This is an optimization exercise on Yosys and OpenROAD, whose aim is small area, not a production implementation. RTL that was checked went through simulation tests only; none was proved equivalent to the original. The RTL of run 5 was laid out without a check of its function. Power figures rest on the tool's default switching activity, not on a simulated workload.

==> flow/config.mk <==
export PLATFORM = sky130hd
export DESIGN_NAME = xor_table_lookup_reader
export DESIGN_NICKNAME = xor_table_lookup_reader
export VERILOG_FILES = /design/flow/design.v
export SDC_FILE = /design/flow/constraint.sdc
export NUM_CORES = 4
export LEC_CHECK = 0
export CAP_MARGIN = 20
export CORE_AREA = 10 10 410 410
export DIE_AREA = 0 0 420 420
export SLEW_MARGIN = 20
export SYNTH_HIERARCHICAL = 1
export SYNTH_MINIMUM_KEEP_SIZE = 0
==> flow/constraint.sdc <==
create_clock -name core_clock -period 7.0 [get_ports {clk}]
set_input_delay 1.4000 -clock core_clock [delete_from_list [all_inputs] [get_ports {clk}]]
set_output_delay 1.4000 -clock core_clock [all_outputs]
set_load 0.01 [all_outputs]
==> flow/design.v <==
module xlr_match #(
    parameter int NUM_WR      = 8,
    parameter int INDEX_WIDTH = 12
) (
    input  logic [NUM_WR-1:0]             wr_valid,
    input  logic [NUM_WR*INDEX_WIDTH-1:0] wr_index,
    input  logic [INDEX_WIDTH-1:0]        idx,
    output logic [NUM_WR-1:0]             match
);
    always_comb begin
        for (int j = 0; j < NUM_WR; j++) begin
            match[j] = wr_valid[j] && (wr_index[j*INDEX_WIDTH +: INDEX_WIDTH] == idx);
        end
    end
endmodule
module xlr_prio #(
    parameter int N = 8
) (
    input  logic [N-1:0] req,
    output logic [N-1:0] pick
);
    always_comb begin
        for (int j = 0; j < N; j++) begin
            pick[j] = req[j];
            for (int i = j + 1; i < N; i++) begin
                if (req[i]) pick[j] = 1'b0;
            end
        end
    end
endmodule
module xlr_andor #(
    parameter int N = 8,
    parameter int W = 64
) (
    input  logic [N-1:0]   pick,
    input  logic [N*W-1:0] din,
    output logic [W-1:0]   dout
);
    always_comb begin
        dout = '0;
        for (int j = 0; j < N; j++) begin
            dout = dout | ({W{pick[j]}} & din[j*W +: W]);
        end
    end
endmodule
module xlr_xor #(
    parameter int N = 8,
    parameter int W = 64,
    parameter int S = 64
) (
    input  logic [N*S-1:0] din,
    output logic [W-1:0]   dout
);
    always_comb begin
        dout = '0;
        for (int j = 0; j < N; j++) begin
            dout ^= din[j*S +: W];
        end
    end
endmodule
module xor_table_lookup_reader #(
    parameter int NUM_WR      = 8,
    parameter int INDEX_WIDTH = 12,
    parameter int VALUE_WIDTH = 31,
    parameter int KEY_WIDTH   = 32,
    parameter int DATA_WIDTH  = 64,
    parameter int RD_LATENCY  = 2
) (
    input  logic                          clk,
    input  logic                          reset,
    input  logic                          en_in,
    input  logic [1:0]                    opt_in,
    input  logic [INDEX_WIDTH-1:0]        index_in,
    input  logic [KEY_WIDTH-1:0]          key_in,
    output logic                          rd_en,
    output logic [INDEX_WIDTH-1:0]        rd_addr,
    input  logic [NUM_WR*DATA_WIDTH-1:0]  rd_bank_data,
    input  logic [NUM_WR-1:0]             wr_snoop_valid,
    input  logic [NUM_WR*INDEX_WIDTH-1:0] wr_snoop_index,
    input  logic [NUM_WR*DATA_WIDTH-1:0]  wr_snoop_entry,
    output logic                          out_valid,
    output logic                          out_hit,
    output logic [VALUE_WIDTH-1:0]        out_value,
    output logic [KEY_WIDTH-1:0]          out_key,
    output logic [INDEX_WIDTH-1:0]        out_index
);
    localparam int VALID_BIT = KEY_WIDTH + VALUE_WIDTH;
    localparam int ENTRY_W   = VALID_BIT + 1;
    localparam int DEPTH     = RD_LATENCY + 1;
    localparam int KV_W      = KEY_WIDTH + 1;       
    logic [DEPTH-1:0]       pipe_valid;
    logic [KEY_WIDTH-1:0]   pipe_key   [DEPTH];
    logic [INDEX_WIDTH-1:0] pipe_index [DEPTH];
    logic                   st_fwd     [DEPTH];
    logic                   st_hit     [DEPTH];
    logic [VALUE_WIDTH-1:0] st_value   [DEPTH];
    logic [NUM_WR*KV_W-1:0]        snoop_kv;
    logic [NUM_WR*VALUE_WIDTH-1:0] snoop_val;
    logic [ENTRY_W-1:0]            raw;
    logic [NUM_WR-1:0]             match      [DEPTH];
    logic [KV_W-1:0]               sel_kv     [DEPTH];
    logic [VALUE_WIDTH-1:0]        sel_val    [DEPTH];
    logic                          sel_hit    [DEPTH];
    logic                          any        [DEPTH];
    logic                          pick_st;
    logic                          accept;
    assign accept = en_in && (opt_in == 2'b00);
    assign rd_en   = pipe_valid[0];
    assign rd_addr = pipe_index[0];
    always_comb begin
        for (int j = 0; j < NUM_WR; j++) begin
            snoop_kv[j*KV_W +: KV_W] =
                {wr_snoop_entry[j*DATA_WIDTH + VALID_BIT], wr_snoop_entry[j*DATA_WIDTH +: KEY_WIDTH]};
            snoop_val[j*VALUE_WIDTH +: VALUE_WIDTH] = wr_snoop_entry[j*DATA_WIDTH + KEY_WIDTH +: VALUE_WIDTH];
        end
    end
    xlr_xor #(.N(NUM_WR), .W(ENTRY_W), .S(DATA_WIDTH)) u_raw (.din(rd_bank_data), .dout(raw));
    for (genvar k = 0; k < DEPTH; k++) begin : g_match
        xlr_match #(.NUM_WR(NUM_WR), .INDEX_WIDTH(INDEX_WIDTH)) u_match (
            .wr_valid(wr_snoop_valid), .wr_index(wr_snoop_index),
            .idx(pipe_index[k]), .match(match[k])
        );
        assign any[k] = |match[k];
        assign sel_hit[k] = sel_kv[k][KEY_WIDTH] && (sel_kv[k][KEY_WIDTH-1:0] == pipe_key[k]);
    end
    if (1) begin : g_s0
        logic [NUM_WR-1:0] pick;
        xlr_prio  #(.N(NUM_WR)) u_prio (.req(match[0]), .pick(pick));
        xlr_andor #(.N(NUM_WR), .W(KV_W)) u_kv (.pick(pick), .din(snoop_kv), .dout(sel_kv[0]));
        xlr_andor #(.N(NUM_WR), .W(VALUE_WIDTH)) u_val (.pick(pick), .din(snoop_val), .dout(sel_val[0]));
    end
    if (1) begin : g_s1
        logic [NUM_WR:0] pick;
        xlr_prio  #(.N(NUM_WR+1)) u_prio (.req({match[1], 1'b1}), .pick(pick));
        xlr_andor #(.N(NUM_WR), .W(KV_W)) u_kv (.pick(pick[NUM_WR:1]), .din(snoop_kv), .dout(sel_kv[1]));
        xlr_andor #(.N(NUM_WR+1), .W(VALUE_WIDTH)) u_val (
            .pick(pick), .din({snoop_val, st_value[1]}), .dout(sel_val[1])
        );
    end
    if (1) begin : g_s2
        logic [NUM_WR+1:0] pick;
        xlr_prio  #(.N(NUM_WR+2)) u_prio (.req({match[2], st_fwd[2], 1'b1}), .pick(pick));
        xlr_andor #(.N(NUM_WR+1), .W(KV_W)) u_kv (
            .pick({pick[NUM_WR+1:2], pick[0]}),
            .din({snoop_kv, raw[VALID_BIT], raw[KEY_WIDTH-1:0]}), .dout(sel_kv[2])
        );
        xlr_andor #(.N(NUM_WR+2), .W(VALUE_WIDTH)) u_val (
            .pick(pick), .din({snoop_val, st_value[2], raw[KEY_WIDTH +: VALUE_WIDTH]}), .dout(sel_val[2])
        );
        assign pick_st = pick[1];
    end
    always_ff @(posedge clk) begin
        if (reset) begin
            pipe_valid <= '0;
            out_valid  <= 1'b0;
        end else begin
            pipe_valid <= {pipe_valid[DEPTH-2:0], accept};
            out_valid  <= pipe_valid[DEPTH-1];
        end
    end
    always_ff @(posedge clk) begin
        pipe_key[0]   <= key_in;
        pipe_index[0] <= index_in;
        for (int k = 1; k < DEPTH; k++) begin
            pipe_key[k]   <= pipe_key[k-1];
            pipe_index[k] <= pipe_index[k-1];
        end
        st_fwd[1]   <= any[0];
        st_hit[1]   <= sel_hit[0];
        st_value[1] <= sel_val[0];
        st_fwd[2]   <= any[1] || st_fwd[1];
        st_hit[2]   <= sel_hit[1] || (!any[1] && st_hit[1]);
        st_value[2] <= sel_val[1];
        out_hit     <= sel_hit[2] || (pick_st && st_hit[2]);
        out_value   <= (sel_hit[2] || (pick_st && st_hit[2])) ? sel_val[2] : '0;
        out_key     <= pipe_key[DEPTH-1];
        out_index   <= pipe_index[DEPTH-1];
    end
endmodule
==> flow/flow/run.sh <==
#!/bin/bash
# The standard layout, except that port buffers use the smallest buffer cell.
set -euo pipefail
bash standard.sh \
  "BUFFER_PORTS_ARGS=-buffer_cell sky130_fd_sc_hd__buf_1" \
  finish > standard_flow.log 2>&1
==> flow/standard.sh <==
#!/bin/bash
# synth_recipe.tcl (not shown) runs the flow's synth.tcl, then flattens the netlist and writes it again
# the make line also repeats each setting of config.mk as NAME=value (left out here)
make -C /OpenROAD-flow-scripts/flow DESIGN_CONFIG=/design/flow/config.mk WORK_HOME=/design/flow/orfs CLKGATE_MAP_FILE= SYNTH_SCRIPT=/design/flow/synth_recipe.tcl "${@:-finish}"
==> results of run 1 <==
-- area by class of cell --
type                       count  area, um2  area share (%)
antenna                       71        178           0.543
clock buffer                  51       1120            3.43
clock inverter                22        389            1.19
inverter                       5       18.8          0.0574
multi-input combinational   2055      17400            53.3
sequential                   278       5570            17.0
tap                         2072       2590            7.92
timing repair buffer        1342       5410            16.5
-- registers in the layout, summed over array words and instances, names as in the netlist --
register and flops:
pipe_index 36, st_value 62, out_hit 1, out_key 32
st_fwd 2, st_hit 2, pipe_valid 3, pipe_key 96
out_valid 1, out_index 12, out_value 31
-- cells by family after synthesis --
logic type / after synthesis
and+or+nand+nor: 420
DFF: 278
xor gates and xnor gates: 832
AOI/OAI and AO/OA: 801
buffers and inverters: 229
other: 1
-- synth_stat cells, types with 5 or more instances --
cell / instances
clkbuf_1: 32
buf_1: 7
xnor2_1: 749
nand3_1: 92
buf_6: 126
a22oi_1: 485
a221oi_1: 8
a22oi_2: 60
a221oi_2: 87
a22o_1: 92
nor4_1: 14
nor2b_2: 6
nand2_1: 26
a222oi_1: 64
dfxtp_1: 278
nor2b_1: 30
inv_1: 5
nor4_2: 26
buf_4: 12
nand4_1: 195
buf_2: 46
xor2_1: 83
-- worst reg2reg max path: stages (launching register included) --
cell,delay [ps]
dfxtp_1,910
buf_4,320
xnor2_1,120
nand4_1,190
nor4_2,680
nor2b_4,950
a22oi_1,250
nand4_1,260
xnor2_1,320
nand4_1,350
nor4_1,600
nand4_1,260
nor4_1,610
-- stage by stage --
stage	cells	hold slack, ps	area [um2]
after floorplan	2562	349	24700
after global placement	5752	349	31000
after detailed placement	5752	354	31000
after CTS	5825	337	32500
after global routing	5858	345	32600
final	5896	337	32700
-- cell usage in the layout (no fill, tap or decap), drive strengths merged, types with 7 or more instances in the layout --
cell	instances
bufinv	9
nor4	41
xnor2	749
a22o	95
nand2	26
diode	71
nand4	195
a22oi	545
nor2b	36
clkbuf	51
a222oi	64
a221oi	95
inv	9
dfxtp	278
buf	1342
clkinv	7
xor2	83
nand3	92
-- routing by layer --
metal  routed length, um  GRT usage, %  vias up
met3               29500          9.86      711
li1                    -             -    12400
met1               79200          27.0    14900
met2               99100          36.4     2969
met5                 598             0        -
met4                8670          8.13       90
-- path summary, 6_finish.rpt --
path	end	slack, ps	startpoint	depth (start not counted)
max	st_hit[1]	1060	pipe_index[0][6]	12
min	pipe_key[2][6]	340	pipe_key[1][6]	0
max reg2reg	st_hit[1]	1060	pipe_index[0][6]	12
min reg2reg	pipe_key[2][6]	340	pipe_key[1][6]	0
-- report_power, final --
group | leakage (nW) | internal (W) | total (W) | switching (W)
logic | 6.30 | 0.000758 | 0.00177 | 0.00101
registers | 2.31 | 0.00164 | 0.00174 | 0.000102
clock network | 0.742 | 0.00148 | 0.00249 | 0.00101
==> flow_summary.ini, run 1 <==
[outcome]
status = finished clean

[setup_path]
cp_max_fo = 20
startpoint_type = register
crit_buf_inv = 1
critical_path.endpoint_type = register
critical-path-top-delay-family = simple AND/OR/NAND/NOR gates
path_cells = buf_4 > xnor2_1 > nand4_1 > nor4_2 > nor2b_4 > a22oi_1 > nand4_1 > xnor2_1 > nand4_1 > nor4_1 > nand4_1 > nor4_1
critical_path_required_ps = 7480
path_common_cell = nand4_1
critPathKind = reg2reg
critPathArrivalTime_ps = 6430
cp_slowest_cell = nor2b_4
slowest_delay_ps = 950

[placement]
portBuffers = 1266
dp_slack_ps = 692
gp_congestion = 1.04
hpwl_um = 175000

[cts]
htree_levels = 2
postCtsSetupRepairBufs = 0
clk_path_buf_depth = 3
clk_pin_slew_ps = 60
ctsResizeCount = 0
cts-root-buf = clkbuf_16
clock_latency_ps = 650
hold_buffers = 0
cts_buffers = 41
cts_tree = yes
clock-sinks = 278

[yosys]
synth_mux_area_share_pct = 0
yosys_warnings = 34
synth.distinct_cells = 45
synth_top_area_share_pct = 26.5
yosys.area_share.xor_xnor_pct = 29.5
synth-edff-count = 0
syn_inst = 2561
synth-compound-area-share_pct = 29.4
synth_ff_type = dfxtp_1
seq_area_frac_synth_pct = 22.5
synthArstFlopShare_pct = 0
yosys-top-cells-area = xnor2_1 (27%), dfxtp_1 (23%), a22oi_1 (15%)
synth_area_um2 = 24700
ys_ff_latch = 278
synth_top_family_by_area = XOR/XNOR gates
synth_simple_gate_area_share_pct = 10.9
synthAdderAreaFrac_pct = 0
avgSynthCellArea_um2 = 9.65
post-synth-top-area-cell = xnor2_1

[timing]
timing.final.crit_share_pct = 84.9
period_minus_slack_ps = 5940
skew_ps = 37.2
max_freq_mhz = 168
finalHoldViolations = 0
worst_slack_ps = 1060
grt_setup_unrepaired = false
slew_headroom_pct = 25.7
tns_ps = 0
setup_viol = 0
slew_violations = 0
tightestPinTransition_ps = 1110

[job]
drv_cap = 0

[floorplanning]
ios = 1267
initial_core_util_pct = 15.6
rows = 146
fp.dieW_um = 420
dieArea_um2 = 176000
die_h_um = 420
coreArea_um2 = 159000

[global_routing]
grt_overflow_total = 0
grt_max_degree = 36
grt_pass1_wl_um = 278000
grt_pass1_vias = 29600
antenna_found_initial = 148
globalRouteTotalUtil_pct = 22.8

[drt]
wl_um = 217000
firstDrtPassIters = 9
ant_nets = 0
wire_per_inst_um = 36.8
drt_iter0_markers = 5664
vias_per_cell = 5.26
num_vias = 31000
drc = 0

[pwr]
power_w = 0.00600
p_per_area_nw_per_um2 = 183
vdd_ir_drop_max_mv = 0.164
p_leak_nw = 9.35

[hold_path]
min_path_type = reg2reg

[cells_and_area]
nets = 4900
num-fill-cells = 17800
drive_above_1_share_pct = 9.49
fin_util_pct = 20.6
areaGrowthSynthToFinish_pct = 32.3
==> run 2, diff against run 1 <==
--- a/flow/design.v
+++ b/flow/design.v
@@ -28,6 +28,58 @@
         end
     end
 endmodule
+module xlr_aoi3 #(
+    parameter int W = 64
+) (
+    input  logic [2:0]     pick,
+    input  logic [3*W-1:0] din,
+    output logic [W-1:0]   dout_n
+);
+    always_comb begin
+        for (int b = 0; b < W; b++) begin
+            dout_n[b] = ~((pick[0] & din[b]) | (pick[1] & din[W+b]) | (pick[2] & din[2*W+b]));
+        end
+    end
+endmodule
+module xlr_aoi2 #(
+    parameter int W = 64
+) (
+    input  logic [1:0]     pick,
+    input  logic [2*W-1:0] din,
+    output logic [W-1:0]   dout_n
+);
+    always_comb begin
+        for (int b = 0; b < W; b++) begin
+            dout_n[b] = ~((pick[0] & din[b]) | (pick[1] & din[W+b]));
+        end
+    end
+endmodule
+module xlr_aoi1 #(
+    parameter int W = 64
+) (
+    input  logic           pick,
+    input  logic [W-1:0]   din,
+    output logic [W-1:0]   dout_n
+);
+    assign dout_n = ~({W{pick}} & din);
+endmodule
+module xlr_nand #(
+    parameter int G = 3,
+    parameter int W = 64
+) (
+    input  logic [G*W-1:0] din,
+    output logic [W-1:0]   dout
+);
+    always_comb begin
+        for (int b = 0; b < W; b++) begin
+            dout[b] = 1'b1;
+            for (int g = 0; g < G; g++) begin
+                dout[b] = dout[b] & din[g*W+b];
+            end
+            dout[b] = ~dout[b];
+        end
+    end
+endmodule
 module xlr_andor #(
     parameter int N = 8,
     parameter int W = 64
@@ -36,12 +88,20 @@
     input  logic [N*W-1:0] din,
     output logic [W-1:0]   dout
 );
-    always_comb begin
-        dout = '0;
-        for (int j = 0; j < N; j++) begin
-            dout = dout | ({W{pick[j]}} & din[j*W +: W]);
-        end
-    end
+    localparam int G = (N + 2) / 3;
+    logic [G*W-1:0] grp_n;
+    for (genvar g = 0; g < G; g++) begin : g_grp
+        localparam int LO = 3 * g;
+        localparam int SZ = (N - LO >= 3) ? 3 : (N - LO);
+        if (SZ == 3) begin : g3
+            xlr_aoi3 #(.W(W)) u (.pick(pick[LO +: 3]), .din(din[LO*W +: 3*W]), .dout_n(grp_n[g*W +: W]));
+        end else if (SZ == 2) begin : g2
+            xlr_aoi2 #(.W(W)) u (.pick(pick[LO +: 2]), .din(din[LO*W +: 2*W]), .dout_n(grp_n[g*W +: W]));
+        end else begin : g1
+            xlr_aoi1 #(.W(W)) u (.pick(pick[LO]), .din(din[LO*W +: W]), .dout_n(grp_n[g*W +: W]));
+        end
+    end
+    xlr_nand #(.G(G), .W(W)) u_join (.din(grp_n), .dout(dout));
 endmodule
 module xlr_xor #(
     parameter int N = 8,
--- a/flow/config.mk
+++ b/flow/config.mk
@@ -5,9 +5,10 @@
 export SDC_FILE = /design/flow/constraint.sdc
 export NUM_CORES = 4
 export LEC_CHECK = 0
-export CAP_MARGIN = 20
+export CAP_MARGIN = 0
 export CORE_AREA = 10 10 410 410
+export CTS_BUF_LIST = sky130_fd_sc_hd__clkbuf_4
 export DIE_AREA = 0 0 420 420
-export SLEW_MARGIN = 20
+export SLEW_MARGIN = 0
 export SYNTH_HIERARCHICAL = 1
 export SYNTH_MINIMUM_KEEP_SIZE = 0
==> run 2 against run 1 <==
  * Die area did not move
  * Final area decreased by 4.4%
  * Clock power is 19% lower
  * Largest power group unchanged
  * First-iteration DRC count rose by 50%
  * Combinational power decreased by 7%
==> flow_summary.ini, run 2 <==
[outcome]
status = finished clean

[timing]
max_freq_mhz = 165
tns_ps = 0
slew_violations = 0
grt_setup_unrepaired = false
timing.final.crit_share_pct = 86.7
setup_viol = 0
period_minus_slack_ps = 6070
finalHoldViolations = 0
tightestPinTransition_ps = 1190
skew_ps = 126
slew_headroom_pct = 20.6

[cts]
ctsResizeCount = 0
cts_buffers = 95
clock-sinks = 278
postCtsSetupRepairBufs = 0
cts-root-buf = clkbuf_4
clk_pin_slew_ps = 70
hold_buffers = 0
cts_tree = yes
clock_latency_ps = 1060
htree_levels = 3
clk_path_buf_depth = 3

[drt]
wire_per_inst_um = 39.6
drt_iter0_markers = 8474
num_vias = 30700
wl_um = 231000
drc = 0
firstDrtPassIters = 22
ant_nets = 0
vias_per_cell = 5.25

[placement]
dpl.cell_count = 5574
portBuffers = 1266
hpwl_um = 190000
gp_congestion = 1.05
place_area_um2 = 29800

[cells_and_area]
reg_top3 = pipe_key: 96 flops, st_value: 62 flops, pipe_index: 36 flops
num-fill-cells = 18100
layout_commonest_cell = buf_1
nets = 4776
largest_register = pipe_key
fin_util_pct = 19.7
drive_above_1_share_pct = 9.78
areaGrowthSynthToFinish_pct = 32.5
largest_reg_flops = 96
final_cell_area_um2 = 31300
most-common-layout-cells = buf_1 (1,266), xnor2_1 (749), a222oi_1 (479)
fin_cells = 5837

[setup_path]
critical-path-top-delay-family = simple AND/OR/NAND/NOR gates
reg2reg_to = out_value[1]
critPathArrivalTime_ps = 6950
reg2reg_slack_ps = 930
slowest_delay_ps = 940
cp_max_fo = 43
r2r_cells = 15
r2r-start = pipe_index[2][7]
cp.depth = 15
crit_buf_inv = 3
worstSetupStartpoint = pipe_index[2][7]
cp_slowest_cell = a222oi_1
startpoint_type = register
critical_path_required_ps = 7890
path_cells = xnor2_1 > nand4_1 > nor4_4 > or4_4 > nor3b_4 > buf_4 > a222oi_1 > nand3_1 > xnor2_1 > buf_4 > nand4_1 > nor4_1 > a32oi_4 > buf_12 > nor2b_1
critPathKind = reg2reg
critical_path.endpoint_type = register
crit_path_end = out_value[1]

[pwr]
internal_power_w = 0.00336
p_per_area_nw_per_um2 = 173
switching_share_pct = 37.9
p_clk_share_pct = 37.1
p_leak_nw = 9.23
power.share.sequential_pct = 32.3
combPwrFrac_pct = 30.5
vdd_ir_drop_max_mv = 0.107
p_sw_w = 0.00205
power_w = 0.00540

[yosys]
synth_top_area_share_pct = 27.8
synth_ff_type = dfxtp_1
seq_area_frac_synth_pct = 23.6
yosys_warnings = 36
yosys-top-cells-area = xnor2_1 (28%), dfxtp_1 (24%), a222oi_1 (20%)
synthArstFlopShare_pct = 0
post-synth-top-area-cell = xnor2_1
yosys-top-cells-count = xnor2_1 (749), a222oi_1 (479), dfxtp_1 (278)
synth.distinct_cells = 40
avgSynthCellArea_um2 = 9.96
synth-edff-count = 0
yosysMostFrequentCell = xnor2_1
syn_inst = 2369
ys_ff_latch = 278
synth_area_um2 = 23600

[floorplanning]
rows = 146
ios = 1267
dieArea_um2 = 176000
initial_core_util_pct = 14.9
coreArea_um2 = 159000
die_h_um = 420
fp.dieW_um = 420

[global_routing]
grt_pass1_vias = 29800
grt_overflow_total = 0
grt_pass1_wl_um = 292000
antenna_found_initial = 174
globalRouteTotalUtil_pct = 24.5
grt_max_degree = 45

[hold_path]
min_path_type = reg2reg

[job]
drv_cap = 0
-- run 2: changes by cell type in the layout (fill, tap and decap cells not counted), sizes merged --
cell	previous run	this run
a22oi	545	97
a222oi	64	479
nand3	92	189
nand4	195	98
a221oi	95	0
a22o	95	0
clkbuf	51	128
nand2	26	57
clkinv	7	31
diode	71	95
buf	1342	1356
bufinv	9	4
clkinvlp	2	1
-- run 2: metal layers --
layer	track usage, %	vias up	share of wire [%]
met2	37.8	3027	44
li1	-	12200	-
met1	28.9	14600	37
met4	13.2	62	6.0
met5	0	-	0.20
met3	9.68	782	13
-- run 2: worst min path at each step --
stage / to / slack (ps) / start / depth (start not counted)
final: out_key[30] / 290 / pipe_key[2][30] / 0
after global routing: pipe_key[0][30] / 290 / key_in[30] / 1
after CTS: pipe_key[0][19] / 230 / key_in[19] / 1
after detailed placement: pipe_key[2][26] / 350 / pipe_key[1][26] / 0
after global placement: pipe_key[2][26] / 350 / pipe_key[1][26] / 0
after floorplan: pipe_key[1][25] / 350 / pipe_key[0][25] / 0
-- run 2: area by class of cell --
type | instances | area [um2] | area share [%]
clock inverters | 40 | 318 | 1.02
repair buffers | 1356 | 5580 | 17.8
inverters | 5 | 18.8 | 0.0600
flip-flops and latches | 278 | 5570 | 17.8
diodes | 95 | 238 | 0.760
multi-input cells | 1863 | 16000 | 51.2
clock buffers | 128 | 961 | 3.07
well taps | 2072 | 2590 | 8.29
-- run 2: power by group through the flow --
| stage | clock [W] | combinational, W | sequential (W) |
|---|---|---|---|
| after floorplan | 0 | 0.000860 | 0.00171 |
| after global placement | 0 | 0.00163 | 0.00178 |
| after detailed placement | 0 | 0.00162 | 0.00178 |
| after CTS | 0.00208 | 0.00163 | 0.00174 |
| after global routing | 0.00215 | 0.00173 | 0.00175 |
| final | 0.00201 | 0.00165 | 0.00175 |
-- run 2: cell families after synthesis --
| family | after synthesis | share of synthesized area [%] |
|---|---|---|
| AO/OA/AOI/OAI | 578 | 24.8 |
| XOR/XNOR | 832 | 30.9 |
| buffers and inverters | 229 | 9.37 |
| flip-flops | 278 | 23.6 |
| other | 1 | 0.0159 |
| AND/OR/NAND/NOR | 451 | 11.4 |
-- run 2: through the flow --
step,hold WS (ps),setup WS (ps)
6_report,294,932
5_1_grt,285,715
4_1_cts,232,1010
3_5_place_dp,354,429
3_3_place_gp,350,402
2_1_floorplan,349,2670
==> run 3, diff against run 2 <==
==> flow/flow/run.sh (replaced) <==
#!/bin/bash
# The standard layout, with these changes:
# - synthesis is synth_recipe.tcl unchanged except that ABC maps with flow/area.abc;
# - port buffers use the smallest buffer cell;
# - pins may sit on every routing track along the die edge (a smaller die fits them);
# - clock tree synthesis adds no dummy loads and no wide-spacing rule on the clock net
#   (whose pin sits between tightly packed signal pins).
set -euo pipefail
export FLOW_FLOW_DIR="$PWD/flow"
{ head -n 1 synth_recipe.tcl; cat flow/abc_override.tcl; tail -n +2 synth_recipe.tcl; } > area_synth.tcl
bash standard.sh \
  "SYNTH_SCRIPT=$PWD/area_synth.tcl" \
  "BUFFER_PORTS_ARGS=-buffer_cell sky130_fd_sc_hd__buf_1" \
  "PLACE_PINS_ARGS=-min_distance 1 -min_distance_in_tracks" \
  "CTS_ARGS=-sink_clustering_enable -repair_clock_nets -dont_use_dummy_load -apply_ndr none -sink_clustering_size 30 -sink_clustering_max_diameter 80 -buf_list sky130_fd_sc_hd__clkbuf_8" \
  finish > standard_flow.log 2>&1
==> flow/flow/abc_override.tcl (new file) <==
# Map combinational logic with flow/area.abc (area-recovering mapping without the
# speed script's buffering and sizing); the flow's own repair fixes slew and timing.
proc abc {args} {
  set i [lsearch -exact $args -script]
  if { $i >= 0 } {
    lset args [expr { $i + 1 }] $::env(FLOW_FLOW_DIR)/area.abc
  }
  yosys abc {*}$args
}
==> flow/flow/area.abc (new file) <==
&get -n
&st
&synch2
&nf -R 1000
&st
&synch2
&nf -R 1000
&put
--- a/flow/config.mk
+++ b/flow/config.mk
@@ -6,9 +6,13 @@
 export NUM_CORES = 4
 export LEC_CHECK = 0
 export CAP_MARGIN = 0
-export CORE_AREA = 10 10 410 410
-export CTS_BUF_LIST = sky130_fd_sc_hd__clkbuf_4
-export DIE_AREA = 0 0 420 420
+export CELL_PAD_IN_SITES_DETAIL_PLACEMENT = 1
+export CELL_PAD_IN_SITES_GLOBAL_PLACEMENT = 1
+export CORE_AREA = 8 8 282 282
+export CTS_BUF_LIST = sky130_fd_sc_hd__clkbuf_8
+export CTS_CLUSTER_DIAMETER = 80
+export CTS_CLUSTER_SIZE = 30
+export DIE_AREA = 0 0 290 290
 export SLEW_MARGIN = 0
 export SYNTH_HIERARCHICAL = 1
 export SYNTH_MINIMUM_KEEP_SIZE = 0
==> run 3 against run 2 <==
  * Synthesized cell count fell by 9.4%
  * Power fell by 22%
  * Routed wire length fell by 29%
  * Critical endpoint is now out_value[24]
  * Highest routed layer unchanged
==> flow_summary.ini, run 3 <==
[drt]
wl_met2_um = 71100
drc = 0
firstDrtPassIters = 14
dr.max_layer_used = met5
num_vias = 29200
drt_iter0_markers = 6268
ant_nets = 0
wl_um = 164000
vias_per_cell = 6.33
wire_per_inst_um = 35.6
met3_length_um = 21200
wl_met1_um = 57200

[cells_and_area]
drive_above_1_share_pct = 3.34
largest_register = pipe_key
nets = 4679
most-common-layout-cells = buf_1 (1,266), xnor2_1 (630), a222oi_1 (479)
reg_top3 = pipe_key: 96 flops, st_value: 62 flops, pipe_index: 36 flops
largest_reg_flops = 96
fin_cells = 4609
layout_commonest_cell = buf_1
areaGrowthSynthToFinish_pct = 35.9

[hold_path]
min_path_type = reg2reg
worstHoldPathCells = 0

[setup_path]
r2r_cells = 16
critical_path_required_ps = 7610
crit_path_end = out_value[24]
cp_max_fo = 40
critPathArrivalTime_ps = 6390
critPathKind = in2reg
reg2reg_slack_ps = 1300
r2r-start = pipe_index[2][5]
reg2reg_to = out_value[24]
worstSetupStartpoint = wr_snoop_index[65]
startpoint_type = input port
critical_path.endpoint_type = register

[timing]
max_freq_mhz = 173
slew_headroom_pct = 29.9
setup_viol = 0
finalHoldViolations = 0
worst_slack_ps = 1230
timing.final.crit_share_pct = 82.5
grt_setup_unrepaired = false
hold_ws_ps = 301
skew_ps = 73.5
tns_ps = 0
period_minus_slack_ps = 5770
slew_violations = 0
tightestPinTransition_ps = 1050

[floorplanning]
dieArea_um2 = 84100
initial_core_util_pct = 28.1
rows = 100
die_h_um = 290
fp.dieW_um = 290
ios = 1267
coreArea_um2 = 74400

[global_routing]
grt_pass1_vias = 28600
grt_overflow_total = 0
globalRouteTotalUtil_pct = 35.9
grt_pass1_wl_um = 224000
grt_max_degree = 65
antenna_found_initial = 163

[outcome]
status = finished clean

[cts]
cts_tree = yes
postCtsSetupRepairBufs = 0
clk_path_buf_depth = 3
clk_pin_slew_ps = 120
clock_latency_ps = 720
ctsResizeCount = 0
hold_buffers = 0
clock-sinks = 278
cts_buffers = 31
htree_levels = 1
cts-root-buf = clkbuf_8

[yosys]
avgSynthCellArea_um2 = 9.73
yosys-top-cells-count = xnor2_1 (630), a222oi_1 (479), dfxtp_1 (278)
synthArstFlopShare_pct = 0
synth.distinct_cells = 24
post-synth-top-area-cell = dfxtp_1
synth_ff_type = dfxtp_1
yosys_warnings = 36
synth-edff-count = 0
syn_inst = 2147
synth_area_um2 = 20900
yosysMostFrequentCell = xnor2_1
seq_area_frac_synth_pct = 26.6
yosys-top-cells-area = dfxtp_1 (27%), xnor2_1 (26%), a222oi_1 (23%)
ys_ff_latch = 278
synth_top_area_share_pct = 26.6

[pwr]
p_per_area_nw_per_um2 = 148
power_w = 0.00421
p_leak_nw = 8.71
vdd_ir_drop_max_mv = 0.154

[placement]
portBuffers = 1266
dp_slack_ps = 633
hpwl_um = 123000
dpl.cell_count = 4438
gp_congestion = 1.01

[job]
drv_cap = 0
## run 3: changes by cell type after synthesis, moves of 51 or more
cell     delta
a22oi_1    +63
a22oi_2    -62
buf_2      -51
buf_6     -157
xnor2_1   -119
xor2_1    +119
## run 3: final cells by class
| type | count | area [um2] |
|---|---|---|
| inverters | 5 | 18.8 |
| repair buffers | 1324 | 5280 |
| diodes | 140 | 350 |
| well taps | 969 | 1210 |
| flip-flops and latches | 278 | 5570 |
| clock buffers | 31 | 427 |
| fillers | 9312 | 46100 |
| multi-input cells | 1862 | 15500 |
## run 3: stage by stage
| step | cell area [um2] | util (%) |
|---|---|---|
| after floorplan | 21000 | - |
| after global placement | 27600 | 37.1 |
| final | 28400 | 38.1 |
| after CTS | 28000 | 37.7 |
| after detailed placement | 27600 | 37.1 |
| after global routing | 28300 | 38.0 |
## run 3: worst max-delay path, stage by stage
cell      delay [ps]
buf_1            120
xor2_1           160
nor4_1           320
nand3_1          160
nor3_1           490
or4_1            370
nor2_1           120
and3_4           410
a222oi_1         410
nand3_1          160
xor2_1           170
nor4_1           730
nand4_1          320
nor4_1           310
a22oi_2           90
buf_4            320
nor2b_1          220
## run 3: worst min path at each step
stage,from,endpoint
after global placement,pipe_key[1][2],pipe_key[2][2]
after global routing,pipe_key[1][0],pipe_key[2][0]
after CTS,pipe_key[1][0],pipe_key[2][0]
after detailed placement,pipe_key[2][1],out_key[1]
final,pipe_key[1][0],pipe_key[2][0]
after floorplan,pipe_key[2][0],out_key[0]
## run 3: power breakdown
part	total (W)	leakage, nW	switching [W]	internal (W)
Combinational	0.00144	6.18	0.000771	0.000673
Clock	0.00105	0.224	0.000656	0.000390
Sequential	0.00172	2.31	0.0000813	0.00164
Total	0.00421	8.71	0.00151	0.00270
## run 3: logic make-up (layout without fill, tap and decap cells)
group           count (synthesis)  count (layout)  share of synthesized area (%)
xor+xnor                      832             832                           34.9
compound gates                578             578                           26.5
flops                         278             278                           26.6
simple gates                  450             450                           11.7
buf+inv                         8            1360                          0.198
other cells                     1             142                         0.0180
## run 3: layer usage
| metal | GRT usage, % | up-vias |
|---|---|---|
| li1 | - | 11900 |
| met1 | 40.9 | 13900 |
| met2 | 54.9 | 2653 |
| met3 | 12.8 | 632 |
| met4 | 26.8 | 58 |
| met5 | 0.987 | - |
==> run 4, diff against run 3 <==
==> flow/flow/run.sh (replaced) <==
#!/bin/bash
# The standard layout, with these changes:
# - synthesis is synth_recipe.tcl unchanged except that ABC maps with flow/area.abc;
# - port buffers use the smallest buffer cell;
# - pins may sit on every routing track along the die edge (a smaller die fits them);
# - clock tree synthesis adds no dummy loads.
set -euo pipefail
export FLOW_FLOW_DIR="$PWD/flow"
{ head -n 1 synth_recipe.tcl; cat flow/abc_override.tcl; tail -n +2 synth_recipe.tcl; } > area_synth.tcl
bash standard.sh \
  "SYNTH_SCRIPT=$PWD/area_synth.tcl" \
  "BUFFER_PORTS_ARGS=-buffer_cell sky130_fd_sc_hd__buf_1" \
  "PLACE_PINS_ARGS=-min_distance 1 -min_distance_in_tracks" \
  "CTS_ARGS=-sink_clustering_enable -repair_clock_nets -dont_use_dummy_load -sink_clustering_size 30 -sink_clustering_max_diameter 80 -buf_list sky130_fd_sc_hd__clkbuf_8" \
  finish > standard_flow.log 2>&1
==> run 4 against run 3 <==
  * First-iteration DRC count grew 1.6%
  * Non-clock buffer count unchanged
  * Sequential share of layout area about the same
  * Flip-flop and latch count did not move
  * Clock skew increased by 9.5 ps
  * Sequential power about the same
  * Via count down 0.19%
  * Global-route usage increased by 0.23 points
  * Hold slack got worse by 1.2 ps
  * Clock power is essentially flat
  * Die area did not move
  * Combinational power hardly changed
  * Critical path type unchanged
  * Largest cell class unchanged
  * Largest power group unchanged
==> flow_summary.ini, run 4 <==
[cts]
cts_buffers = 31
hold_buffers = 0
cts-root-buf = clkbuf_8
htree_levels = 1
clock_latency_ps = 720
clk_pin_slew_ps = 120
clock-sinks = 278
postCtsSetupRepairBufs = 0
clk_path_buf_depth = 3
cts_tree = yes
ctsResizeCount = 0

[pwr]
power_w = 0.00421
combPwrFrac_pct = 34.3
p_clk_share_pct = 24.8
vdd_ir_drop_max_mv = 0.154
internal_power_w = 0.00270
p_leak_nw = 8.71
p_per_area_nw_per_um2 = 148
switching_share_pct = 35.9
power.share.sequential_pct = 40.8
p_sw_w = 0.00151

[floorplanning]
dieArea_um2 = 84100
fp.dieW_um = 290
initial_core_util_pct = 28.1
coreArea_um2 = 74400
ios = 1267
die_h_um = 290
rows = 100

[setup_path]
critical_path.endpoint_type = register
r2r-start = pipe_index[2][5]
critPathArrivalTime_ps = 6370
critical_path_required_ps = 7580
reg2reg_to = out_value[14]
cp_max_fo = 40
critPathKind = in2reg
startpoint_type = input port
r2r_cells = 16
worstSetupStartpoint = wr_snoop_index[73]
reg2reg_slack_ps = 1320
crit_path_end = out_value[14]

[drt]
num_vias = 29100
drc = 0
vias_per_cell = 6.32
firstDrtPassIters = 13
ant_nets = 0
wire_per_inst_um = 35.6
drt_iter0_markers = 6367
wl_um = 164000

[cells_and_area]
fin_util_pct = 38.1
most-common-layout-cells = buf_1 (1,266), xnor2_1 (630), a222oi_1 (479)
layout_commonest_cell = buf_1
nets = 4679
num-fill-cells = 9299
areaGrowthSynthToFinish_pct = 35.9
largest_register = pipe_key
largest_reg_flops = 96
drive_above_1_share_pct = 3.34
reg_top3 = pipe_key: 96 flops, st_value: 62 flops, pipe_index: 36 flops

[timing]
grt_setup_unrepaired = false
skew_ps = 83.0
timing.final.crit_share_pct = 82.7
slew_violations = 0
slew_headroom_pct = 28.9
max_freq_mhz = 173
tightestPinTransition_ps = 1060
period_minus_slack_ps = 5790
hold_ws_ps = 300
tns_ps = 0
setup_viol = 0
finalHoldViolations = 0

[global_routing]
grt_pass1_vias = 28500
globalRouteTotalUtil_pct = 36.1
grt_overflow_total = 0
antenna_found_initial = 160
grt_max_degree = 65
grt_pass1_wl_um = 225000

[yosys]
synthArstFlopShare_pct = 0
post-synth-top-area-cell = dfxtp_1
synth_ff_type = dfxtp_1
synth-edff-count = 0
ys_ff_latch = 278
yosys-top-cells-count = xnor2_1 (630), a222oi_1 (479), dfxtp_1 (278)
seq_area_frac_synth_pct = 26.6
avgSynthCellArea_um2 = 9.73
synth.distinct_cells = 24
synth_area_um2 = 20900
synth_top_area_share_pct = 26.6
yosys_warnings = 36
yosysMostFrequentCell = xnor2_1
syn_inst = 2147
yosys-top-cells-area = dfxtp_1 (27%), xnor2_1 (26%), a222oi_1 (23%)

[hold_path]
min_path_type = reg2reg
min_from = pipe_key[1][0]

[job]
drv_cap = 0

[placement]
portBuffers = 1266
gp_congestion = 1.01
hpwl_um = 123000

[outcome]
status = finished clean
run 4: cell counts after synthesis:
No cell type changed its count.
run 4: cell type report:
class	count	area [um2]	share of cell area [%]
inverter	5	18.8	0.0661
sequential	278	5570	19.6
timing repair buffer	1324	5280	18.6
clock buffer	31	427	1.50
multi-input combinational	1862	15500	54.7
antenna	143	358	1.26
tap	969	1210	4.27
run 4: critical path: stages:
cell,delay (ps)
buf_1,180
xor2_1,170
nor4_1,80
nand3_1,110
nor3_1,60
buf_4,160
or4_1,690
nor2_1,230
and3_4,740
buf_4,540
a222oi_1,170
nand3_1,140
xor2_1,80
nor4_1,440
nand3_1,140
nor4_1,300
a22oi_2,80
buf_4,340
nor2b_1,200
run 4: kinds of logic (layout without fill, tap and decap cells):
logic type	Yosys count	after routing	synth area share, %
flops	278	278	26.6
other cells	1	145	0.0180
simple gates	450	450	11.7
xor+xnor	832	832	34.9
compound gates	578	578	26.5
buf+inv	8	1360	0.198
run 4: layer usage:
metal,vias up,GRT usage [%],wire [um]
met5,-,0.987,484
met4,60,26.6,13600
met3,614,12.9,20700
met1,13900,41.3,57800
met2,2599,55.1,71600
li1,11900,-,-
run 4: metrics by stage:
step	cells	setup WS, ps	instance area [um2]
after floorplan	2148	10.0	21000
after global placement	4438	706	27600
after detailed placement	4438	633	27600
after CTS	4469	1330	28000
after global routing	4584	1060	28300
final	4612	1210	28400
run 4: how the worst min path moves through the flow:
stage,cells past startpoint,slack (ps),to
floorplan,0,350,out_key[0]
detailed placement,0,350,out_key[1]
finish,0,300,pipe_key[2][0]
global route,0,290,pipe_key[2][0]
global placement,0,350,pipe_key[2][2]
CTS,0,300,pipe_key[2][0]
run 4: power groups by stage:
stage	Clock, W	Combinational (W)	Sequential (W)
detailed placement	0	0.00141	0.00175
global placement	0	0.00141	0.00175
floorplan	0	0.000765	0.00173
finish	0.00105	0.00145	0.00172
global route	0.00112	0.00154	0.00172
CTS	0.00106	0.00142	0.00172
==> run 5, diff against run 4 <==
--- a/flow/design.v
+++ b/flow/design.v
@@ -1,15 +1,29 @@
+module xlr_inv #(
+    parameter int W = 12
+) (
+    input  logic [W-1:0] din,
+    output logic [W-1:0] dout
+);
+    assign dout = ~din;
+endmodule
 module xlr_match #(
     parameter int NUM_WR      = 8,
     parameter int INDEX_WIDTH = 12
 ) (
     input  logic [NUM_WR-1:0]             wr_valid,
     input  logic [NUM_WR*INDEX_WIDTH-1:0] wr_index,
+    input  logic [NUM_WR*INDEX_WIDTH-1:0] wr_index_n,
     input  logic [INDEX_WIDTH-1:0]        idx,
+    input  logic [INDEX_WIDTH-1:0]        idx_n,
     output logic [NUM_WR-1:0]             match
 );
     always_comb begin
         for (int j = 0; j < NUM_WR; j++) begin
-            match[j] = wr_valid[j] && (wr_index[j*INDEX_WIDTH +: INDEX_WIDTH] == idx);
+            match[j] = wr_valid[j];
+            for (int b = 0; b < INDEX_WIDTH; b++) begin
+                match[j] = match[j] &
+                    ~((wr_index[j*INDEX_WIDTH + b] | idx[b]) & (wr_index_n[j*INDEX_WIDTH + b] | idx_n[b]));
+            end
         end
     end
 endmodule
@@ -175,10 +189,14 @@
         end
     end
     xlr_xor #(.N(NUM_WR), .W(ENTRY_W), .S(DATA_WIDTH)) u_raw (.din(rd_bank_data), .dout(raw));
+    logic [NUM_WR*INDEX_WIDTH-1:0] wr_snoop_index_n;
+    xlr_inv #(.W(NUM_WR*INDEX_WIDTH)) u_wr_index_n (.din(wr_snoop_index), .dout(wr_snoop_index_n));
     for (genvar k = 0; k < DEPTH; k++) begin : g_match
+        logic [INDEX_WIDTH-1:0] idx_n;
+        xlr_inv #(.W(INDEX_WIDTH)) u_idx_n (.din(pipe_index[k]), .dout(idx_n));
         xlr_match #(.NUM_WR(NUM_WR), .INDEX_WIDTH(INDEX_WIDTH)) u_match (
-            .wr_valid(wr_snoop_valid), .wr_index(wr_snoop_index),
-            .idx(pipe_index[k]), .match(match[k])
+            .wr_valid(wr_snoop_valid), .wr_index(wr_snoop_index), .wr_index_n(wr_snoop_index_n),
+            .idx(pipe_index[k]), .idx_n(idx_n), .match(match[k])
         );
         assign any[k] = |match[k];
         assign sel_hit[k] = sel_kv[k][KEY_WIDTH] && (sel_kv[k][KEY_WIDTH-1:0] == pipe_key[k]);
==> flow/flow/run.sh (replaced) <==
#!/bin/bash
# The standard layout, with these changes:
# - synthesis is synth_recipe.tcl unchanged except that ABC maps with flow/area.abc;
# - port buffers use the smallest buffer cell;
# - pins may sit on every routing track along the die edge (a smaller die fits them);
# - clock tree synthesis adds no dummy loads and no wide-spacing rule on the clock net
#   (whose pin sits between tightly packed signal pins).
set -euo pipefail
export FLOW_FLOW_DIR="$PWD/flow"
{ head -n 1 synth_recipe.tcl; cat flow/abc_override.tcl; tail -n +2 synth_recipe.tcl; } > area_synth.tcl
bash standard.sh \
  "SYNTH_SCRIPT=$PWD/area_synth.tcl" \
  "BUFFER_PORTS_ARGS=-buffer_cell sky130_fd_sc_hd__buf_1" \
  "PLACE_PINS_ARGS=-min_distance 1 -min_distance_in_tracks" \
  "CTS_ARGS=-sink_clustering_enable -repair_clock_nets -dont_use_dummy_load -apply_ndr none -sink_clustering_size 20 -sink_clustering_max_diameter 60 -buf_list sky130_fd_sc_hd__clkbuf_8" \
  finish > standard_flow.log 2>&1
--- a/flow/config.mk
+++ b/flow/config.mk
@@ -10,8 +10,8 @@
 export CELL_PAD_IN_SITES_GLOBAL_PLACEMENT = 1
 export CORE_AREA = 8 8 282 282
 export CTS_BUF_LIST = sky130_fd_sc_hd__clkbuf_8
-export CTS_CLUSTER_DIAMETER = 80
-export CTS_CLUSTER_SIZE = 30
+export CTS_CLUSTER_DIAMETER = 60
+export CTS_CLUSTER_SIZE = 20
 export DIE_AREA = 0 0 290 290
 export SLEW_MARGIN = 0
 export SYNTH_HIERARCHICAL = 1
==> run 5 against run 4 <==
  * Sequential share of layout area about the same
  * Hold slack improved by 22 ps
  * Combinational power about the same
  * Core utilization about the same
  * Final area about the same
  * Worst setup slack got worse by 370 ps
==> flow_summary.ini, run 5 <==
[timing]
slew_violations = 0
worst_slack_ps = 846
tightestPinTransition_ps = 1070
tns_ps = 0
grt_setup_unrepaired = false
finalHoldViolations = 0
period_minus_slack_ps = 6150
skew_ps = 114
slew_headroom_pct = 28.7
max_freq_mhz = 162
setup_viol = 0
timing.final.crit_share_pct = 87.9

[setup_path]
critical_path.endpoint_type = register
startpoint_type = input port
path_cells = buf_1 > clkinv_1 > o22ai_1 > nand4_1 > nor4_1 > buf_4 > or4_1 > nor2_1 > nand2_1 > nor4b_4 > buf_4 > a222oi_1 > nand3_1 > xor2_1 > nor4_1 > nand4_1 > nor4_1 > a22oi_2 > buf_4 > nor2b_1
crit_buf_inv = 5
critical-path-top-delay-family = simple AND/OR/NAND/NOR gates
critPathArrivalTime_ps = 6690
critical_path_required_ps = 7540
reg2reg_to = out_value[16]
r2r-start = pipe_index[2][7]
reg2reg_slack_ps = 1030
cp_slowest_cell = nor4b_4
cp_max_fo = 32
r2r_cells = 19
critPathKind = in2reg
slowest_delay_ps = 730

[drt]
firstDrtPassIters = 12
wl_um = 168000
wl_met2_um = 71400
wl_met1_um = 60400
dr.max_layer_used = met5
drc = 0
drt_iter0_markers = 6666
wire_per_inst_um = 35.5
num_vias = 31400
vias_per_cell = 6.63
met3_length_um = 23800
ant_nets = 0

[hold_path]
min_from = pipe_key[1][14]
worstHoldPathCells = 0
min_path_type = reg2reg
worstHoldEndpoint = pipe_key[2][14]

[yosys]
syn_inst = 2279
yosys_warnings = 36
yosys-top-cells-area = dfxtp_1 (27%), a222oi_1 (23%), xnor2_1 (19%)
avgSynthCellArea_um2 = 9.07
synth.distinct_cells = 25
yosys-top-cells-count = a222oi_1 (479), xnor2_1 (438), o22ai_1 (288)
synth_area_um2 = 20700
synth_top_area_share_pct = 26.9
synth_ff_type = dfxtp_1
synth-edff-count = 0
seq_area_frac_synth_pct = 26.9
synthArstFlopShare_pct = 0
yosysMostFrequentCell = a222oi_1
ys_ff_latch = 278
post-synth-top-area-cell = dfxtp_1

[floorplanning]
coreArea_um2 = 74400
ios = 1267
rows = 100
fp.dieW_um = 290
die_h_um = 290
dieArea_um2 = 84100
initial_core_util_pct = 27.8

[cts]
postCtsSetupRepairBufs = 0
clock_latency_ps = 700
ctsResizeCount = 0
clk_pin_slew_ps = 110
clock-sinks = 278
clk_path_buf_depth = 3
htree_levels = 2
cts_buffers = 43
hold_buffers = 0
cts-root-buf = clkbuf_8
cts_tree = yes

[pwr]
power_w = 0.00443
vdd_ir_drop_max_mv = 0.104
p_leak_nw = 8.71
p_per_area_nw_per_um2 = 156

[placement]
portBuffers = 1266
gp_congestion = 0.986
place_area_um2 = 27600
hpwl_um = 126000
dpl.cell_count = 4593
dp_slack_ps = 304

[global_routing]
grt_pass1_vias = 31000
grt_overflow_total = 0
grt_max_degree = 44
grt_pass1_wl_um = 232000
antenna_found_initial = 113
globalRouteTotalUtil_pct = 36.6

[cells_and_area]
fin_cells = 4738
most-common-layout-cells = buf_1 (1,266), a222oi_1 (479), xnor2_1 (438)
seqCellArea_um2 = 5570
largest_reg_flops = 96
areaGrowthSynthToFinish_pct = 37.5
nets = 4846
num-fill-cells = 9418
final_cell_area_um2 = 28400
drive_above_1_share_pct = 4.15
largest_register = pipe_key
reg_top3 = pipe_key: 96 flops, st_value: 62 flops, pipe_index: 36 flops
layout_commonest_cell = buf_1
multi_input_area_um2 = 14800

[outcome]
status = finished clean

[job]
drv_cap = 0
==> run 5: changes by cell type after synthesis, sizes merged <==
cell	change
o22ai	+288
xnor2	-192
clkinv	+132
xor2	-96
nand2	+24
nand3	-24
nand4	+24
nor3	-24
==> run 5: per-stage QoR <==
step / utilization [%] / hold slack, ps
after global routing: 38.1 / 325
after floorplan: - / 349
after global placement: 37.0 / 352
final: 38.2 / 322
after CTS: 37.8 / 326
after detailed placement: 37.0 / 356
==> run 5: power breakdown <==
part / switching (W) / internal [W]
sequential: 0.0000706 / 0.00164
clock: 0.000701 / 0.000540
combinational: 0.000837 / 0.000643
total: 0.00161 / 0.00282
==> run 5: cell type report <==
cell class | count | area share (%)
Sequential cell | 278 | 19.6
Timing Repair Buffer | 1347 | 19.2
Clock buffer | 43 | 2.08
Inverter | 137 | 1.81
Multi-Input combinational cell | 1862 | 52.2
Tap cell | 969 | 4.27
Antenna cell | 102 | 0.899
==> run 5: cells by family after synthesis <==
group           synth area share [%]
other cells                   0.0182
flops                           26.9
xor+xnor                        23.1
simple gates                    11.9
buf+inv                         2.60
compound gates                  35.5
==> run 5: worst max-delay path by stage <==
stage | depth (start not counted) | endpoint | slack [ps] | startpoint
after floorplan | 13 | out_hit | 50 | wr_snoop_index[51]
after global placement | 20 | out_value[30] | 490 | wr_snoop_index[67]
after detailed placement | 20 | out_value[30] | 300 | wr_snoop_index[67]
after CTS | 20 | out_value[26] | 940 | wr_snoop_index[67]
after global routing | 20 | out_value[26] | 660 | wr_snoop_index[67]
final | 20 | out_value[16] | 850 | wr_snoop_index[67]
==> run 5: layer usage <==
layer / up-vias / GRT usage, %
li1: 12900 / -
met1: 14800 / 43.4
met2: 3054 / 55.7
met3: 648 / 13.8
met4: 40 / 22.5
met5: - / 0.638
==> run 6, diff against run 5 <==
--- a/flow/design.v
+++ b/flow/design.v
@@ -94,16 +94,15 @@
         end
     end
 endmodule
-module xlr_andor #(
+module xlr_andor_grp #(
     parameter int N = 8,
-    parameter int W = 64
+    parameter int W = 64,
+    parameter int G = (N + 2) / 3
 ) (
     input  logic [N-1:0]   pick,
     input  logic [N*W-1:0] din,
-    output logic [W-1:0]   dout
-);
-    localparam int G = (N + 2) / 3;
-    logic [G*W-1:0] grp_n;
+    output logic [G*W-1:0] grp_n
+);
     for (genvar g = 0; g < G; g++) begin : g_grp
         localparam int LO = 3 * g;
         localparam int SZ = (N - LO >= 3) ? 3 : (N - LO);
@@ -115,6 +114,18 @@
             xlr_aoi1 #(.W(W)) u (.pick(pick[LO]), .din(din[LO*W +: W]), .dout_n(grp_n[g*W +: W]));
         end
     end
+endmodule
+module xlr_andor #(
+    parameter int N = 8,
+    parameter int W = 64
+) (
+    input  logic [N-1:0]   pick,
+    input  logic [N*W-1:0] din,
+    output logic [W-1:0]   dout
+);
+    localparam int G = (N + 2) / 3;
+    logic [G*W-1:0] grp_n;
+    xlr_andor_grp #(.N(N), .W(W)) u_grp (.pick(pick), .din(din), .grp_n(grp_n));
     xlr_nand #(.G(G), .W(W)) u_join (.din(grp_n), .dout(dout));
 endmodule
 module xlr_xor #(
@@ -173,10 +184,14 @@
     logic [ENTRY_W-1:0]            raw;
     logic [NUM_WR-1:0]             match      [DEPTH];
     logic [KV_W-1:0]               sel_kv     [DEPTH];
-    logic [VALUE_WIDTH-1:0]        sel_val    [DEPTH];
+    logic [VALUE_WIDTH-1:0]        sel_val    [DEPTH-1];     
     logic                          sel_hit    [DEPTH];
     logic                          any        [DEPTH];
     logic                          pick_st;
+    localparam int G2 = (NUM_WR + 4) / 3;           
+    logic [G2*VALUE_WIDTH-1:0]     val2_grp_n;
+    logic                          fin_hit;
+    logic [VALUE_WIDTH-1:0]        fin_value;
     logic                          accept;
     assign accept = en_in && (opt_in == 2'b00);
     assign rd_en   = pipe_valid[0];
@@ -222,10 +237,20 @@
             .pick({pick[NUM_WR+1:2], pick[0]}),
             .din({snoop_kv, raw[VALID_BIT], raw[KEY_WIDTH-1:0]}), .dout(sel_kv[2])
         );
-        xlr_andor #(.N(NUM_WR+2), .W(VALUE_WIDTH)) u_val (
-            .pick(pick), .din({snoop_val, st_value[2], raw[KEY_WIDTH +: VALUE_WIDTH]}), .dout(sel_val[2])
+        xlr_andor_grp #(.N(NUM_WR+2), .W(VALUE_WIDTH)) u_val (
+            .pick(pick), .din({snoop_val, st_value[2], raw[KEY_WIDTH +: VALUE_WIDTH]}), .grp_n(val2_grp_n)
         );
         assign pick_st = pick[1];
+    end
+    assign fin_hit = sel_hit[2] || (pick_st && st_hit[2]);
+    always_comb begin
+        for (int b = 0; b < VALUE_WIDTH; b++) begin
+            fin_value[b] = 1'b1;
+            for (int g = 0; g < G2; g++) begin
+                fin_value[b] = fin_value[b] & val2_grp_n[g*VALUE_WIDTH + b];
+            end
+            fin_value[b] = fin_hit & ~fin_value[b];
+        end
     end
     always_ff @(posedge clk) begin
         if (reset) begin
@@ -249,8 +274,8 @@
         st_fwd[2]   <= any[1] || st_fwd[1];
         st_hit[2]   <= sel_hit[1] || (!any[1] && st_hit[1]);
         st_value[2] <= sel_val[1];
-        out_hit     <= sel_hit[2] || (pick_st && st_hit[2]);
-        out_value   <= (sel_hit[2] || (pick_st && st_hit[2])) ? sel_val[2] : '0;
+        out_hit     <= fin_hit;
+        out_value   <= fin_value;
         out_key     <= pipe_key[DEPTH-1];
         out_index   <= pipe_index[DEPTH-1];
     end
--- a/flow/flow/run.sh
+++ b/flow/flow/run.sh
@@ -12,5 +12,5 @@
   "SYNTH_SCRIPT=$PWD/area_synth.tcl" \
   "BUFFER_PORTS_ARGS=-buffer_cell sky130_fd_sc_hd__buf_1" \
   "PLACE_PINS_ARGS=-min_distance 1 -min_distance_in_tracks" \
-  "CTS_ARGS=-sink_clustering_enable -repair_clock_nets -dont_use_dummy_load -apply_ndr none -sink_clustering_size 20 -sink_clustering_max_diameter 60 -buf_list sky130_fd_sc_hd__clkbuf_8" \
+  "CTS_ARGS=-sink_clustering_enable -repair_clock_nets -dont_use_dummy_load -apply_ndr none -sink_clustering_size 30 -sink_clustering_max_diameter 80 -buf_list sky130_fd_sc_hd__clkbuf_16" \
   finish > standard_flow.log 2>&1
--- a/flow/config.mk
+++ b/flow/config.mk
@@ -9,9 +9,9 @@
 export CELL_PAD_IN_SITES_DETAIL_PLACEMENT = 1
 export CELL_PAD_IN_SITES_GLOBAL_PLACEMENT = 1
 export CORE_AREA = 8 8 282 282
-export CTS_BUF_LIST = sky130_fd_sc_hd__clkbuf_8
-export CTS_CLUSTER_DIAMETER = 60
-export CTS_CLUSTER_SIZE = 20
+export CTS_BUF_LIST = sky130_fd_sc_hd__clkbuf_16
+export CTS_CLUSTER_DIAMETER = 80
+export CTS_CLUSTER_SIZE = 30
 export DIE_AREA = 0 0 290 290
 export SLEW_MARGIN = 0
 export SYNTH_HIERARCHICAL = 1
==> run 6 against run 5 <==
  * Still clean on timing, DRC and antenna
  * Register-to-register slack got worse by 410 ps
  * Flip-flop and latch count is the same
  * Clock skew decreased by 54 ps
  * Sequential power hardly changed
  * Synthesized cell count is 1.4% lower
  * Power up 4.1%
  * Via count rose by 1.8%
  * Combinational power is essentially flat
  * Hold slack lost 0.70 ps
  * First-iteration DRC count rose by 0.75%
  * Global-route usage grew 2.3 points
==> flow_summary.ini, run 6 <==
[outcome]
status = finished clean

[setup_path]
cp_max_fo = 32
critPathArrivalTime_ps = 6900
critPathKind = reg2reg
critical_path.endpoint_type = register
critical_path_required_ps = 7510
startpoint_type = register
r2r_cells = 19

[timing]
skew_ps = 60.3
grt_setup_unrepaired = false
slew_headroom_pct = 26.2
timing.final.crit_share_pct = 91.2
tightestPinTransition_ps = 1100
tns_ps = 0
setup_viol = 0
max_freq_mhz = 157
finalHoldViolations = 0
period_minus_slack_ps = 6380
slew_violations = 0

[drt]
vias_per_cell = 6.77
wire_per_inst_um = 37.7
drc = 0
wl_um = 178000
drt_iter0_markers = 6716
num_vias = 32000
firstDrtPassIters = 14
ant_nets = 0

[floorplanning]
die_h_um = 290
ios = 1267
coreArea_um2 = 74400
initial_core_util_pct = 27.6
rows = 100
fp.dieW_um = 290
dieArea_um2 = 84100

[cells_and_area]
nets = 4804
largest_register = pipe_key
reg_top3 = pipe_key: 96 flops, st_value: 62 flops, pipe_index: 36 flops
fin_util_pct = 38.3
fin_cells = 4725
layout_commonest_cell = buf_1
drive_above_1_share_pct = 3.89
most-common-layout-cells = buf_1 (1,266), a222oi_1 (479), xnor2_1 (457)
largest_reg_flops = 96
areaGrowthSynthToFinish_pct = 38.8

[cts]
ctsResizeCount = 0
clock_latency_ps = 620
cts-root-buf = clkbuf_16
clk_pin_slew_ps = 70
clk_path_buf_depth = 3
htree_levels = 1
hold_buffers = 0
cts_buffers = 30
clock-sinks = 278
postCtsSetupRepairBufs = 0
cts_tree = yes

[placement]
hpwl_um = 135000
portBuffers = 1266
gp_congestion = 1.06
dpl.cell_count = 4564

[global_routing]
grt_max_degree = 56
grt_overflow_total = 0
antenna_found_initial = 146
grt_pass1_wl_um = 246000
globalRouteTotalUtil_pct = 38.9
grt_pass1_vias = 31900

[yosys]
avgSynthCellArea_um2 = 9.14
yosys-top-cells-area = dfxtp_1 (27%), a222oi_1 (23%), xnor2_1 (19%)
syn_inst = 2248
synth_top_area_share_pct = 27.1
synth_area_um2 = 20500
synth.distinct_cells = 27
yosys-top-cells-count = a222oi_1 (479), xnor2_1 (457), o22ai_1 (288)
yosys_warnings = 35
ys_ff_latch = 278
synthArstFlopShare_pct = 0
synth-edff-count = 0
synth_ff_type = dfxtp_1
post-synth-top-area-cell = dfxtp_1
yosysMostFrequentCell = a222oi_1
seq_area_frac_synth_pct = 27.1

[pwr]
vdd_ir_drop_max_mv = 0.178
p_per_area_nw_per_um2 = 162
power_w = 0.00461
p_leak_nw = 8.55

[job]
drv_cap = 0

[hold_path]
worstHoldPathCells = 0
min_path_type = reg2reg
-- run 6: kinds of logic (layout without fill, tap and decap cells) --
kind of cell | after synthesis | in the layout | synth area share [%]
other cells | 1 | 133 | 0.0183
buf+inv | 140 | 1516 | 2.61
simple gates | 388 | 388 | 10.1
xor+xnor | 544 | 544 | 23.2
compound gates | 897 | 897 | 37.0
flops | 278 | 278 | 27.1
-- run 6: power by group --
| group | switching, W | internal [W] |
|---|---|---|
| registers | 0.0000748 | 0.00164 |
| clock network | 0.000693 | 0.000743 |
| logic | 0.000831 | 0.000629 |
| total | 0.00160 | 0.00301 |
-- run 6: area by class of cell --
cell class / count / area (um2)
fillers: 9413 / 45900
multi-input cells: 1831 / 14700
flip-flops and latches: 278 / 5570
repair buffers: 1349 / 5440
well taps: 969 / 1210
clock buffers: 30 / 751
inverters: 137 / 514
diodes: 131 / 328
-- run 6: worst max-delay path, stage by stage, from the launching register on --
cell,delay [ps]
dfxtp_1,680
clkinv_1,520
o22ai_1,250
nand4_1,260
nor4_1,890
or4_1,360
nor2_1,110
nand2_1,150
nor4b_4,70
buf_4,220
a222oi_1,350
nand3_1,140
xnor2_1,260
nand4_1,190
nor4_1,300
nand4_1,260
nor4_1,590
a21oi_4,40
buf_4,330
a41oi_1,280
-- run 6: final timing paths --
| kind | from | endpoint | slack [ps] |
|---|---|---|---|
| hold reg to reg | pipe_key[1][5] | pipe_key[2][5] | 320 |
| setup / recovery | pipe_index[2][11] | out_value[13] | 620 |
| hold / removal | pipe_key[1][5] | pipe_key[2][5] | 320 |
| setup reg to reg | pipe_index[2][11] | out_value[13] | 620 |
-- run 6: metrics by stage --
| step | cell area [um2] | setup WS (ps) | hold slack [ps] |
|---|---|---|---|
| after floorplan | 20600 | 90.5 | 349 |
| after global placement | 27400 | 399 | 352 |
| after detailed placement | 27400 | 283 | 355 |
| after CTS | 28200 | 799 | 323 |
| after global routing | 28400 | 498 | 323 |
| final | 28500 | 616 | 321 |
-- run 6: routing by layer --
| metal | global-route usage [%] | vias up | part of all wire (%) |
|---|---|---|---|
| met4 | 23.1 | 42 | 7.0 |
| met2 | 59.2 | 3178 | 43 |
| li1 | - | 12800 | - |
| met5 | 2.79 | - | 0.15 |
| met3 | 14.8 | 605 | 14 |
| met1 | 46.2 | 15400 | 36 |

==> afterwards: timing with drivers on the ports <==
No port has a modelled driver above. Below, the same layouts with a new extraction and two added sets of constraints.
Step 1: set_driving_cell puts a clkbuf_16 on clk and a buf_2 on each other input, an assumption about the parent block.
Step 2 times the ports against the registers' clock, not the clock port: input delays grow and output delays shrink by t, the midpoint of the rising clock arrivals with the driver on.
Slacks: ideal / step 1 / step 2; pairs: ideal / step 1.
run	t (ns)	setup WS [ns]	hold WS [ns]	worst setup path after step 2	latest minus earliest clock arrival (ns)
run 1	0.689	1.056 / 1.049 / 0.360	0.337 / 0.337 / 0.337	input to register	0.038 / 0.038
run 2	1.056	0.932 / 0.932 / 0.171	0.294 / 0.294 / 0.294	input to register	0.137 / 0.137
run 3	0.732	1.225 / 1.251 / 0.519	0.301 / 0.301 / 0.301	input to register	0.099 / 0.099
run 4	0.720	1.211 / 1.228 / 0.508	0.300 / 0.300 / 0.300	input to register	0.110 / 0.110
run 5	0.707	0.846 / 0.878 / 0.171	0.322 / 0.322 / 0.322	input to register	0.120 / 0.120
run 6	0.655	0.616 / 0.616 / 0.115	0.321 / 0.321 / 0.321	input to register	0.061 / 0.061
After both steps setup and hold are still met in every run listed. For run 2, which loses most, drivers alone change the setup slack by 0.000 ns; drivers and shift together by -0.761 ns.
